Background: an optimization exercise with open tools, aiming at small area, a short achievable clock period and few clock cycles per item. Do not read the settings as production practice. For this run, only the layout was checked, not whether the RTL still works. Power is estimated from default activity; no workload was simulated.

[design/flow/constraint.sdc]
create_clock -name core_clock -period 7.5 [get_ports {clock}]
set_input_delay 1.5000 -clock core_clock [delete_from_list [all_inputs] [get_ports {clock}]]
set_output_delay 1.5000 -clock core_clock [all_outputs]
set_load 0.01 [all_outputs]
[design/flow/config.mk]
export PLATFORM = sky130hd
export DESIGN_NAME = dedup_fifo_queue
export DESIGN_NICKNAME = dedup_fifo_queue
export VERILOG_FILES = /design/flow/design.v
export SDC_FILE = /design/flow/constraint.sdc
export NUM_CORES = 4
export LEC_CHECK = 0
export CAP_MARGIN = 20
export CORE_MARGIN = 2
export CORE_UTILIZATION = 40
export SETUP_SLACK_MARGIN = 3.5
export SLEW_MARGIN = 20
[design/flow/run.sh]
#!/bin/bash
# synth_recipe.tcl (not shown) runs the flow's synth.tcl, then flattens the netlist and writes it again
# the make line also repeats each setting of config.mk as NAME=value (left out here)
make -C /OpenROAD-flow-scripts/flow DESIGN_CONFIG=/design/flow/config.mk WORK_HOME=/design/flow/orfs CLKGATE_MAP_FILE= SYNTH_SCRIPT=/design/flow/synth_recipe.tcl finish
[design/flow/design.v]
`timescale 1ns / 1ps
package dfq_pkg;
   localparam int DEPTH  = 128;
   localparam int IDX_W  = $clog2(DEPTH);
   localparam int CNT_W  = $clog2(DEPTH + 1);
   localparam int DATA_W = 32;
   localparam int OCC_W  = 8;
   localparam int KEY_W  = 16;      
   localparam logic [2:0] STATUS_OK    = 3'd0;
   localparam logic [2:0] STATUS_DUP   = 3'd1;
   localparam logic [2:0] STATUS_FULL  = 3'd2;
   localparam logic [2:0] STATUS_EMPTY = 3'd3;
   localparam logic [2:0] STATUS_ZERO  = 3'd4;
endpackage
`timescale 1ns / 1ps
module dfq_ram #(
   parameter int WIDTH = 32,
   parameter int DEPTH = 128
) (
   input  logic                          clock,
   input  logic                          reset,
   input  logic                          wr_en,
   input  logic [$clog2(DEPTH)-1:0]      wr_addr,
   input  logic [WIDTH-1:0]              wr_data,
   input  logic                          clr_en,
   input  logic [$clog2(DEPTH)-1:0]      clr_addr,
   input  logic [DEPTH-1:0]              rd_sel,
   output logic [WIDTH-1:0]              rd_data,
   output logic [DEPTH-1:0][WIDTH-1:0]   q
);
   logic [DEPTH-1:0] we;
   logic [DEPTH-1:0] hold;
   always_comb begin
      for (int i = 0; i < DEPTH; i++) begin
         we[i]   = ~reset & wr_en & (wr_addr == i);
         hold[i] = ~reset & ~(wr_en & (wr_addr == i)) & ~(clr_en & (clr_addr == i));
      end
      rd_data = '0;
      for (int i = 0; i < DEPTH; i++)
         rd_data = rd_data | (q[i] & {WIDTH{rd_sel[i]}});
   end
   always_ff @(posedge clock) begin
      for (int i = 0; i < DEPTH; i++) begin
         q[i] <= (q[i] & {WIDTH{hold[i]}}) | (wr_data & {WIDTH{we[i]}});
      end
   end
endmodule
`timescale 1ns / 1ps
module dfq_match #(
   parameter int WIDTH = 32,
   parameter int DEPTH = 128,
   parameter int KEY_W = 16
) (
   input  logic [DEPTH-1:0][WIDTH-1:0] q,
   input  logic [KEY_W-1:0]            key,
   input  logic [DEPTH-1:0]            kill,
   output logic [DEPTH-1:0]            cand
);
   always_comb begin
      for (int i = 0; i < DEPTH; i++)
         cand[i] = (q[i][KEY_W-1:0] == key) & ~kill[i];
   end
endmodule
module dfq_two #(
   parameter int N = 128
) (
   input  logic [N-1:0] v,
   output logic         any,
   output logic         two
);
   if (N == 1) begin : g_leaf
      assign any = v[0];
      assign two = 1'b0;
   end else begin : g_node
      logic any_l, two_l, any_h, two_h;
      dfq_two #(.N(N / 2)) u_l (.v(v[N/2-1:0]), .any(any_l), .two(two_l));
      dfq_two #(.N(N - N / 2)) u_h (.v(v[N-1:N/2]), .any(any_h), .two(two_h));
      assign any = any_l | any_h;
      assign two = two_l | two_h | (any_l & any_h);
   end
endmodule
`timescale 1ns / 1ps
module dedup_fifo_queue (
   input  logic        clock,
   input  logic        reset,
   input  logic        start,
   output logic        busy,
   input  logic        req_operation,
   input  logic [31:0] req_value,
   output logic        rsp_valid,
   output logic [31:0] rsp_dequeued_value,
   output logic [2:0]  rsp_status,
   output logic [7:0]  rsp_occupancy
);
   localparam int DEPTH  = dfq_pkg::DEPTH;
   localparam int IDX_W  = dfq_pkg::IDX_W;
   localparam int CNT_W  = dfq_pkg::CNT_W;
   localparam int DATA_W = dfq_pkg::DATA_W;
   localparam int KEY_W  = dfq_pkg::KEY_W;
   logic              r_v_ff;
   logic              r_op_ff;
   logic [DATA_W-1:0] r_key_ff;
   logic              m_v_ff;
   logic              m_op_ff;
   logic              m_zero_ff;
   logic              m_eqz_ff;         
   logic              m_eqy_ff;         
   logic [DATA_W-1:0] m_key_ff;
   logic [DEPTH-1:0]  m_cand_ff;
   logic              v_v_ff;
   logic              v_op_ff;
   logic              v_zero_ff;
   logic              v_fwd_ff;         
   logic              v_eqy_ff;
   logic              v_two_ff;
   logic [DATA_W-1:0] v_key_ff;
   logic [DATA_W-1:0] v_rd_ff;
   logic [IDX_W-1:0]  head_ff;
   logic [IDX_W-1:0]  tail_ff;
   logic [CNT_W-1:0]  count_ff;
   logic              enq_ff;           
   logic [DEPTH-1:0][DATA_W-1:0] q;
   logic              fb_act_ff;
   logic [IDX_W:0]    fb_cnt_ff;
   logic              fb_found_ff;
   logic              rsp_valid_ff;
   logic [DATA_W-1:0] rsp_value_ff;
   logic [2:0]        rsp_status_ff;
   logic [7:0]        rsp_occ_ff;
   logic [DEPTH-1:0]  head_dec, fb_dec, kill, cand, c_v, hsel, rd_sel;
   logic [DATA_W-1:0] rd_data;
   logic              c_any, c_two;
   logic              eq_rd, dup, empty, full;
   logic              multi, fb_last, freeze;
   logic              do_enq, do_deq, fwd_rd;
   logic [CNT_W-1:0]  count_in;
   logic [2:0]        status_in;
   always_comb begin
      for (int i = 0; i < DEPTH; i++) begin
         head_dec[i] = (head_ff == i);
         fb_dec[i]   = (fb_cnt_ff[IDX_W-1:0] == i);
      end
   end
   assign empty   = (count_ff == '0);
   assign full    = count_ff[CNT_W-1];
   assign eq_rd   = (v_rd_ff == v_key_ff);
   assign multi   = v_v_ff & ~v_op_ff & ~v_zero_ff & v_two_ff;
   assign fb_last = fb_act_ff & fb_cnt_ff[IDX_W];
   assign freeze  = multi & ~fb_last;
   assign busy    = freeze;
   assign dup     = multi ? (fb_found_ff | eq_rd)
                          : (eq_rd | v_fwd_ff | (v_eqy_ff & enq_ff));
   assign do_deq  = v_v_ff & v_op_ff & ~empty;
   assign do_enq  = v_v_ff & ~v_op_ff & ~v_zero_ff & ~dup & ~full & ~freeze;
   always_comb begin
      count_in = count_ff;
      if (do_enq) count_in = count_ff + CNT_W'(1);
      if (do_deq) count_in = count_ff - CNT_W'(1);
      if (v_op_ff)        status_in = empty ? dfq_pkg::STATUS_EMPTY : dfq_pkg::STATUS_OK;
      else if (v_zero_ff) status_in = dfq_pkg::STATUS_ZERO;
      else if (dup)       status_in = dfq_pkg::STATUS_DUP;
      else if (full)      status_in = dfq_pkg::STATUS_FULL;
      else                status_in = dfq_pkg::STATUS_OK;
   end
   dfq_ram #(.WIDTH(DATA_W), .DEPTH(DEPTH)) u_entries (
      .clock    (clock),
      .reset    (reset),
      .wr_en    (do_enq),
      .wr_addr  (tail_ff),
      .wr_data  (v_key_ff),
      .clr_en   (do_deq),
      .clr_addr (head_ff),
      .rd_sel   (rd_sel),
      .rd_data  (rd_data),
      .q        (q)
   );
   always_ff @(posedge clock) begin
      if (reset) begin
         head_ff      <= '0;
         tail_ff      <= '0;
         count_ff     <= '0;
         enq_ff       <= 1'b0;
         fb_act_ff    <= 1'b0;
         rsp_valid_ff <= 1'b0;
      end else begin
         if (do_enq) tail_ff <= tail_ff + IDX_W'(1);
         if (do_deq) head_ff <= head_ff + IDX_W'(1);
         count_ff     <= count_in;
         if (!freeze) enq_ff <= do_enq;
         fb_act_ff    <= freeze;
         rsp_valid_ff <= v_v_ff & ~freeze;
      end
      fb_cnt_ff   <= fb_act_ff ? fb_cnt_ff + (IDX_W + 1)'(1) : '0;
      fb_found_ff <= fb_act_ff & (fb_found_ff | (eq_rd & (fb_cnt_ff != '0)));
      rsp_value_ff  <= do_deq ? v_rd_ff : '0;
      rsp_status_ff <= status_in;
      rsp_occ_ff    <= 8'(count_in);
   end
   assign kill = head_dec & {DEPTH{do_deq}};
   assign c_v  = m_cand_ff & ~kill;
   assign hsel = do_deq ? {head_dec[DEPTH-2:0], head_dec[DEPTH-1]} : head_dec;
   assign rd_sel = (fb_act_ff & ~fb_last) ? fb_dec : (m_op_ff ? hsel : c_v);
   assign fwd_rd = m_op_ff & v_v_ff & ~v_op_ff & ~v_zero_ff & empty & ~freeze;
   dfq_two #(.N(DEPTH)) u_two (.v(c_v), .any(c_any), .two(c_two));
   always_ff @(posedge clock) begin
      if (reset) begin
         v_v_ff <= 1'b0;
      end else if (!freeze) begin
         v_v_ff <= m_v_ff;
      end
      if (!freeze) begin
         v_op_ff   <= m_op_ff;
         v_zero_ff <= m_zero_ff;
         v_key_ff  <= m_key_ff;
         v_fwd_ff  <= m_eqz_ff & enq_ff & ~(do_deq & (count_ff == CNT_W'(1)));
         v_eqy_ff  <= m_eqy_ff;
         v_two_ff  <= c_two;
      end
      if (!freeze || fb_act_ff) begin
         v_rd_ff <= fwd_rd ? v_key_ff : rd_data;
      end
   end
   dfq_match #(.WIDTH(DATA_W), .DEPTH(DEPTH), .KEY_W(KEY_W)) u_match (
      .q    (q),
      .key  (r_key_ff[KEY_W-1:0]),
      .kill (kill),
      .cand (cand)
   );
   always_ff @(posedge clock) begin
      if (reset) begin
         m_v_ff <= 1'b0;
      end else if (!freeze) begin
         m_v_ff <= r_v_ff;
      end
      if (!freeze) begin
         m_op_ff   <= r_op_ff;
         m_key_ff  <= r_key_ff;
         m_zero_ff <= (r_key_ff == '0);
         m_eqz_ff  <= (r_key_ff == v_key_ff);
         m_eqy_ff  <= (r_key_ff == m_key_ff);
         m_cand_ff <= cand;
      end
   end
   always_ff @(posedge clock) begin
      if (reset) begin
         r_v_ff <= 1'b0;
      end else if (!freeze) begin
         r_v_ff <= start;
      end
      if (!freeze) begin
         r_op_ff  <= req_operation;
         r_key_ff <= req_value;
      end
   end
   assign rsp_valid          = rsp_valid_ff;
   assign rsp_dequeued_value = rsp_value_ff;
   assign rsp_status         = rsp_status_ff;
   assign rsp_occupancy      = rsp_occ_ff;
endmodule
==> impl_metrics.ini <==
[run_status]
outcome = stopped before the end
haltStage = 5_1_grt
stop_error = [ERROR GRT-0116] Global routing finished with congestion. Check the congestion regions in the DRC Viewer.

[clocking]
clockBufferDepth = 4
hold_buffers = 0
cts_sinks = 4442
clockRootBuffer = clkbuf_16
cts-buffers-inserted = 485
h-tree-depth = 5

[place]
place_congestion = 1.37
dp.cells = 24800
dp_hpwl_um = 1460000
io_buffers = 80

[die]
chipWidth_um = 704
ios = 81
fp-row-count = 257
die_h_um = 704
start_util_pct = 40.1

[global_routing]
grt_max_degree = 126
overflow = 861
grt_pass1_vias = 238000
grtUsageTotal_pct = 87.4
grt_pass1_wl_um = 2900000

[synthesis]
synth_cell_types = 101
synthFlopType = dfxtp_1
yosysWarnings = 3
synth_area_leader_cell = dfxtp_1
ys_seq_area_share_pct = 46.8
synth_top_area_share_pct = 42.7
synth_edf_count = 266
ys_top_cells_by_area = dfxtp_1, a22o_1, xor2_1, edfxtp_1, a22oi_1
ys_async_sr_fraction_pct = 0
synthCells = 18800
synth_seq_cells = 4442
avgSynthCellArea_um2 = 10.4
synth_nets = 18900
synthesis.area_mm2 = 0.196
-- power groups by stage --
| stage | Sequential, mW | Clock [mW] | Combinational, mW |
|---|---|---|---|
| 4_1_cts | 23.9 | 25.5 | 5.28 |
| 3_5_place_dp | 24.5 | 0 | 5.09 |
| 3_3_place_gp | 24.5 | 0 | 5.08 |
| 2_1_floorplan | 24.4 | 0 | 1.78 |
-- through the flow --
| stage | instance area, um2 | utilization, % | power [mW] | hold slack [ns] | setup WS [ns] |
|---|---|---|---|---|---|
| detailed placement | 215000 | 43.9 | 29.6 | 0.411 | -0.102 |
| CTS | 237000 | 48.4 | 54.7 | 0.432 | 2.07 |
| global placement | 214000 | 43.8 | 29.6 | 0.408 | -1.19 |
| floorplan | 197000 | - | 26.2 | 0.400 | -4.00 |
-- worst max path at each step --
| stage | startpoint | end |
|---|---|---|
| after floorplan | v_op_ff | busy |
| after global placement | count_ff[0] | v_rd_ff[26] |
| after detailed placement | head_ff[2] | v_rd_ff[3] |
| after CTS | count_ff[1] | v_rd_ff[3] |
-- synth_stat cells, types with 113 or more instances --
cell,number
nor2_1,436
dfxtp_1,4176
nand3_1,237
a22oi_1,1042
nand2_1,435
clkbuf_1,1701
and2_1,113
nor4_1,572
xnor2_1,221
buf_2,274
xor2_1,1943
a21oi_1,124
nand4_1,565
a221oi_1,307
edfxtp_1,266
a22o_1,4387
a222oi_1,345
a211oi_1,147
buf_1,215
-- timing repair --
action                                   CTS
cloned                                    13
setup buffers                            268
resized for setup                        456
pin swaps                                162
endpoints found under the setup margin  4219
-- metal layers --
layer	GRT overflow	global-route usage, %
met5	12	68.0
met4	328	83.8
met3	86	81.7
met2	384	93.7
met1	51	88.8
-- kinds of logic after synthesis --
family                     count (synthesis)  share of synthesized area (%)
adders and majority gates                 15                         0.0958
buffers and inverters                   2254                           4.57
DFF                                     4442                           46.8
AOI/OAI and AO/OA                       7002                           30.4
and+or+nand+nor                         2957                           8.51
xor gates and xnor gates                2164                           9.68
muxes                                      4                         0.0204
